This design comes from an exercise in tuning for small area, a short achievable clock period and few clock cycles per item on the open sky130 flow, not from production work.
Only simulation tests tie the RTL to the original design; equivalence was not proved.

==> tundra: inputs <==
## pipelined_sorter
module pipelined_sorter #(
   parameter int WIDTH  = 32,
   parameter int N      = 8,
   parameter int SIGNED = 1,
   parameter int TW     = (N < 2) ? 1 : $clog2(N)
) (
   input  logic                   clk,
   input  logic                   rst_n,
   input  logic                   in_valid,
   output logic                   in_ready,
   input  logic [N*WIDTH-1:0]     in_data,
   input  logic                   in_descend,
   output logic                   out_valid,
   input  logic                   out_ready,
   output logic [N*TW-1:0]        out_tag,
   output logic [N*WIDTH-1:0]     out_data
);
==> module cas_cell, before the edit <==
module cas_cell #(
   parameter int WIDTH = 32
) (
   input  logic [WIDTH-1:0] a,
   input  logic [WIDTH-1:0] b,
   input  logic             dir,
   output logic             p
);
   logic [WIDTH-1:0] x, y, g, e, g2, e2;
   always_comb begin
      x = {b[WIDTH-1], a[WIDTH-2:0]};
      y = {a[WIDTH-1], b[WIDTH-2:0]};
      g = x & ~y;
      e = ~(x ^ y);
      for (int s = 1; s < WIDTH; s = s * 2) begin
         g2 = g;
         e2 = e;
         for (int k = 0; k < WIDTH; k++)
            if ((k % (2 * s)) == (2 * s - 1)) begin
               g2[k] = g[k] | (e[k] & g[k-s]);
               e2[k] = e[k] & e[k-s];
            end
         g = g2;
         e = e2;
      end
   end
   assign p = dir ? (g[WIDTH-1] | e[WIDTH-1]) : !g[WIDTH-1];
endmodule
==> module cnt7_onehot, before the edit <==
module cnt7_onehot (
   input  logic [6:0] v,
   output logic [7:0] c
);
   logic [7:0] s0, s1, s2, s3, s4, s5, t;
   always_comb begin
      s0 = {1'b0, v};
      s1 = s0;
      for (int k = 0; k < 8; k += 2) begin
         s1[k] = s0[k] | s0[k+1]; s1[k+1] = s0[k] & s0[k+1];
      end
      s2 = s1;
      for (int k = 0; k < 8; k += 4) begin
         s2[k]   = s1[k]   | s1[k+2]; s2[k+2] = s1[k]   & s1[k+2];
         s2[k+1] = s1[k+1] | s1[k+3]; s2[k+3] = s1[k+1] & s1[k+3];
      end
      s3 = s2;
      for (int k = 0; k < 8; k += 4) begin
         s3[k+1] = s2[k+1] | s2[k+2]; s3[k+2] = s2[k+1] & s2[k+2];
      end
      s4 = s3;
      for (int k = 0; k < 4; k++) begin
         s4[k] = s3[k] | s3[k+4]; s4[k+4] = s3[k] & s3[k+4];
      end
      s5 = s4;
      s5[2] = s4[2] | s4[4]; s5[4] = s4[2] & s4[4];
      s5[3] = s4[3] | s4[5]; s5[5] = s4[3] & s4[5];
      t = s5;
      t[1] = s5[1] | s5[2]; t[2] = s5[1] & s5[2];
      t[3] = s5[3] | s5[4]; t[4] = s5[3] & s5[4];
      t[5] = s5[5] | s5[6]; t[6] = s5[5] & s5[6];
      c[0] = !t[0];
      for (int r = 1; r < 8; r++) c[r] = t[r-1] & !t[r];
   end
endmodule
==> module pipelined_sorter, before the edit <==
module pipelined_sorter #(
   parameter int WIDTH  = 32,
   parameter int N      = 8,
   parameter int SIGNED = 1,
   parameter int TW     = (N < 2) ? 1 : $clog2(N)
) (
   input  logic                   clk,
   input  logic                   rst_n,
   input  logic                   in_valid,
   output logic                   in_ready,
   input  logic [N*WIDTH-1:0]     in_data,
   input  logic                   in_descend,
   output logic                   out_valid,
   input  logic                   out_ready,
   output logic [N*TW-1:0]        out_tag,
   output logic [N*WIDTH-1:0]     out_data
);
   localparam int VW = N * WIDTH;
   localparam int TV = N * TW;
   localparam int NP = N * (N - 1) / 2;
   logic [NP-1:0]   prec;      
   logic [NP-1:0]   prec_q;
   logic [VW-1:0]   key_q;
   logic            vld_q;
   logic [N*N-1:0]  bef;
   logic [N*N-1:0]  sel;       
   logic [VW-1:0]   dat_d;
   logic [TV-1:0]   tag_d;
   logic [VW-1:0]   dat_q;
   logic [TV-1:0]   tag_q;
   logic            ovld_q;
   logic            adv;
   assign out_valid = ovld_q;
   assign out_data  = dat_q;
   assign out_tag   = tag_q;
   assign adv       = !ovld_q || out_ready;
   assign in_ready  = adv;
   genvar i, j;
   generate
      for (i = 0; i < N; i = i + 1) begin : g_row
         for (j = i + 1; j < N; j = j + 1) begin : g_col
            localparam int K = i * N - i * (i + 1) / 2 + (j - i - 1);
            cas_cell #(.WIDTH(WIDTH)) u_cmp (
               .a   (in_data[i*WIDTH +: WIDTH]),
               .b   (in_data[j*WIDTH +: WIDTH]),
               .dir (in_descend),
               .p   (prec[K])
            );
            assign bef[j*N+i] = prec_q[K];
            assign bef[i*N+j] = !prec_q[K];
         end
         assign bef[i*N+i] = 1'b0;
      end
      for (i = 0; i < N; i = i + 1) begin : g_rank
         logic [N-2:0] v;
         for (j = 0; j < N; j = j + 1) begin : g_v
            if (j < i)      begin : g_lo assign v[j]   = bef[i*N+j]; end
            else if (j > i) begin : g_hi assign v[j-1] = bef[i*N+j]; end
         end
         cnt7_onehot u_cnt (.v(v), .c(sel[i*N +: N]));
      end
   endgenerate
   always_comb begin
      dat_d = '0;
      tag_d = '0;
      for (int p = 0; p < N; p++) begin
         for (int a = 0; a < N; a++) begin
            dat_d[p*WIDTH +: WIDTH] = dat_d[p*WIDTH +: WIDTH]
                                      | ({WIDTH{sel[a*N+p]}} & key_q[a*WIDTH +: WIDTH]);
            tag_d[p*TW +: TW]       = tag_d[p*TW +: TW] | ({TW{sel[a*N+p]}} & TW'(a));
         end
      end
   end
   always_ff @(posedge clk or negedge rst_n) begin
      if (!rst_n) begin
         vld_q  <= 1'b0;
         ovld_q <= 1'b0;
      end else if (adv) begin
         vld_q  <= in_valid;
         ovld_q <= vld_q;
      end
   end
   always_ff @(posedge clk) begin
      if (adv) begin
         key_q  <= in_data;
         prec_q <= prec;
         dat_q  <= dat_d;
         tag_q  <= tag_d;
      end
   end
endmodule
export LEC_CHECK = 0
export CAP_MARGIN = 20
export CORE_MARGIN = 2
export CORE_UTILIZATION = 35
export PLACE_DENSITY = 0.45
export SETUP_SLACK_MARGIN = 2.0
export SLEW_MARGIN = 20
create_clock -name core_clock -period 5.0 [get_ports {clk}]
standard.sh (not shown) runs the stock make flow with config.mk's settings and CLKGATE_MAP_FILE= SYNTH_SCRIPT=/design/flow/synth_recipe.tcl, a recipe that flattens the netlist after the stock synthesis.
==> flow/flow/run.sh <==
#!/bin/bash
# Own layout flow: the standard ORFS flow (standard.sh), with the ports buffered by plain
# buffers (buf_2) instead of the default delay-buffer pick, and the resizer free to change a
# cell's footprint (so port buffers and other cells can be resized to any equivalent cell).
set -euo pipefail
bash standard.sh \
   MATCH_CELL_FOOTPRINT=0 \
   "BUFFER_PORTS_ARGS=-buffer_cell sky130_fd_sc_hd__buf_2" \
   finish > standard.log 2>&1
==> garnet (differences from tundra) <==
==> flow/design.v (replaced) <==
module cas_cell #(
   parameter int WIDTH = 32
) (
   input  logic [WIDTH-1:0] a,
   input  logic [WIDTH-1:0] b,
   input  logic             dir,
   output logic             p
);
   logic [31:0] x, y, g0, e0;
   logic [7:0]  g1, e1;
   logic [1:0]  g2, e2;
   logic        gt, eq;
   always_comb begin
      x  = {b[31], a[30:0]};
      y  = {a[31], b[30:0]};
      g0 = x & ~y;
      e0 = ~(x ^ y);
      for (int k = 0; k < 8; k++) begin
         g1[k] = g0[4*k+3] | (e0[4*k+3] & g0[4*k+2]) | (e0[4*k+3] & e0[4*k+2] & g0[4*k+1])
               | (e0[4*k+3] & e0[4*k+2] & e0[4*k+1] & g0[4*k]);
         e1[k] = &e0[4*k +: 4];
      end
      for (int k = 0; k < 2; k++) begin
         g2[k] = g1[4*k+3] | (e1[4*k+3] & g1[4*k+2]) | (e1[4*k+3] & e1[4*k+2] & g1[4*k+1])
               | (e1[4*k+3] & e1[4*k+2] & e1[4*k+1] & g1[4*k]);
         e2[k] = &e1[4*k +: 4];
      end
      gt = g2[1] | (e2[1] & g2[0]);
      eq = e2[1] & e2[0];
   end
   assign p = dir ? (gt | eq) : !gt;
endmodule
module cnt7_thr (
   input  logic [6:0] v,
   output logic [2:0] ta,
   output logic [3:0] tb
);
   assign ta[0] = v[0] | v[1] | v[2];
   assign ta[1] = (v[0] & v[1]) | (v[0] & v[2]) | (v[1] & v[2]);
   assign ta[2] = v[0] & v[1] & v[2];
   assign tb[0] = v[3] | v[4] | v[5] | v[6];
   assign tb[1] = (v[3] & v[4]) | (v[3] & v[5]) | (v[3] & v[6]) | (v[4] & v[5]) | (v[4] & v[6])
                | (v[5] & v[6]);
   assign tb[2] = (v[3] & v[4] & v[5]) | (v[3] & v[4] & v[6]) | (v[3] & v[5] & v[6])
                | (v[4] & v[5] & v[6]);
   assign tb[3] = v[3] & v[4] & v[5] & v[6];
endmodule
module cnt7_sel (
   input  logic [2:0] ta,
   input  logic [3:0] tb,
   output logic [7:0] c
);
   logic [3:0] a;    
   logic [4:0] b;    
   logic [8:0] t;    
   always_comb begin
      a = {ta, 1'b1};
      b = {tb, 1'b1};
      t = '0;
      for (int i = 0; i < 4; i++)
         for (int j = 0; j < 5; j++)
            t[i+j] = t[i+j] | (a[i] & b[j]);
      for (int r = 0; r < 8; r++) c[r] = t[r] & !t[r+1];
   end
endmodule
module pipelined_sorter #(
   parameter int WIDTH  = 32,
   parameter int N      = 8,
   parameter int SIGNED = 1,
   parameter int TW     = (N < 2) ? 1 : $clog2(N)
) (
   input  logic                   clk,
   input  logic                   rst_n,
   input  logic                   in_valid,
   output logic                   in_ready,
   input  logic [N*WIDTH-1:0]     in_data,
   input  logic                   in_descend,
   output logic                   out_valid,
   input  logic                   out_ready,
   output logic [N*TW-1:0]        out_tag,
   output logic [N*WIDTH-1:0]     out_data
);
   localparam int VW = N * WIDTH;
   localparam int TV = N * TW;
   logic [N*N-1:0]  bef;
   logic [N*7-1:0]  thr;       
   logic [N*7-1:0]  thr_q;
   logic [VW-1:0]   key_q;
   logic            vld_q;
   logic [N*N-1:0]  sel;       
   logic [N*N-1:0]  sel_en;    
   logic [VW-1:0]   dat_d;
   logic [TV-1:0]   tag_d;
   logic [VW-1:0]   dat_q;
   logic [TV-1:0]   tag_q;
   logic            ovld_q;
   logic            adv;
   assign out_valid = ovld_q;
   assign out_data  = dat_q;
   assign out_tag   = tag_q;
   assign adv       = !ovld_q || out_ready;
   assign in_ready  = adv;
   genvar i, j;
   generate
      for (i = 0; i < N; i = i + 1) begin : g_row
         for (j = i + 1; j < N; j = j + 1) begin : g_col
            logic p;
            cas_cell #(.WIDTH(WIDTH)) u_cmp (
               .a   (in_data[i*WIDTH +: WIDTH]),
               .b   (in_data[j*WIDTH +: WIDTH]),
               .dir (in_descend),
               .p   (p)
            );
            assign bef[j*N+i] = p;
            assign bef[i*N+j] = !p;
         end
         assign bef[i*N+i] = 1'b0;
      end
      for (i = 0; i < N; i = i + 1) begin : g_rank
         logic [N-2:0] v;
         for (j = 0; j < N; j = j + 1) begin : g_v
            if (j < i)      begin : g_lo assign v[j]   = bef[i*N+j]; end
            else if (j > i) begin : g_hi assign v[j-1] = bef[i*N+j]; end
         end
         cnt7_thr u_thr (.v(v), .ta(thr[i*7 +: 3]), .tb(thr[i*7+3 +: 4]));
         cnt7_sel u_sel (.ta(thr_q[i*7 +: 3]), .tb(thr_q[i*7+3 +: 4]), .c(sel[i*N +: N]));
      end
   endgenerate
   assign sel_en = sel & {(N*N){adv}};
   always_comb begin
      dat_d = dat_q & {VW{!adv}};
      tag_d = tag_q & {TV{!adv}};
      for (int p = 0; p < N; p++) begin
         for (int a = 0; a < N; a++) begin
            dat_d[p*WIDTH +: WIDTH] = dat_d[p*WIDTH +: WIDTH]
                                      | ({WIDTH{sel_en[a*N+p]}} & key_q[a*WIDTH +: WIDTH]);
            tag_d[p*TW +: TW]       = tag_d[p*TW +: TW] | ({TW{sel_en[a*N+p]}} & TW'(a));
         end
      end
   end
   always_ff @(posedge clk or negedge rst_n) begin
      if (!rst_n) begin
         vld_q  <= 1'b0;
         ovld_q <= 1'b0;
      end else if (adv) begin
         vld_q  <= in_valid;
         ovld_q <= vld_q;
      end
   end
   always_ff @(posedge clk) begin
      if (adv) begin
         key_q <= in_data;
         thr_q <= thr;
      end
   end
   always_ff @(posedge clk) begin
      dat_q <= dat_d;
      tag_q <= tag_d;
   end
endmodule
Settings changed: ABC_AREA from default to 1, SETUP_SLACK_MARGIN 2.0 to 2.3.
==> flow_summary.ini <==
[layout]
area_growth_pct = 21.2
multi_input_gates = 5089
final_common_cell = nand2_1
reg.largest.list = dat_q x256, key_q x256, thr_q x56

[critical_path]
timing.rr.start = thr_q[35]$_DFFE_PN_
r2r_slack_ns = 2.33

[clocking]
numCtsBuffers = 73

[logic_synthesis]
synthCells = 6727
synth.avg_cell_area_um2 = 7.76

[outcome]
outcome = finished clean

[route]
routedWlPerCell_um = 31.1

[grt]
use_met3_pct = 6.69

[sta]
max_clock_freq_ghz = 0.368
[end of results for garnet]
==> flow_summary.ini <==
[clocking]
cts_setup_buffers = 69
numCtsBuffers = 70
clk_latency_ns = 0.69

[layout]
multi_input_gates = 3998
reg.largest.list = dat_q x256, key_q x256, prec_q x28
final_common_cell = ha_1
inv_count = 265
area_growth_pct = 16.5

[sta]
max_clock_freq_ghz = 0.326
slew_headroom_pct = 26.2

[logic_synthesis]
synthCells = 5343
synth-compound-area-share_pct = 25.0
synth.avg_cell_area_um2 = 9.52

[critical_path]
timing.rr.start = prec_q[12]$_DFFE_PP_
r2r_slack_ns = 1.93

[die]
start_util_pct = 35.3

[outcome]
outcome = finished clean

[grt]
use_met3_pct = 11.0
[end of results for tundra]
Testbench counts of tundra, summed over its fixed seeds: cycles 16,016, items 16,000.
Testbench counts of garnet, summed over its fixed seeds: cycles 16,016, items 16,000.

afterwards: timing with drivers on the ports:
No port has a modelled driver above. Below, the same layouts with a new extraction and two added sets of constraints.
Step 1: set_driving_cell puts a clkbuf_16 on clk and a buf_2 on each other input, an assumption about the parent block.
Step 2 times the ports against the registers' clock, not the clock port: input delays grow and output delays shrink by t, the midpoint of the rising clock arrivals with the driver on.
Slacks: no drivers / after step 1 / after step 2; pairs: no drivers / after step 1.
run | shift t [ns] | slack for setup (ns) | worst setup path after step 2 | worst slew at a driven data input, ns
tundra | 0.754 | 1.934 / 1.934 / 1.287 | input to register | 0.11
garnet | 0.743 | 2.279 / 2.296 / 1.553 | input to register | 0.14
After both steps setup and hold are still met in every run listed. The setup slack of garnet, which loses most, moves by +0.017 ns with the drivers and by -0.726 ns with both steps.
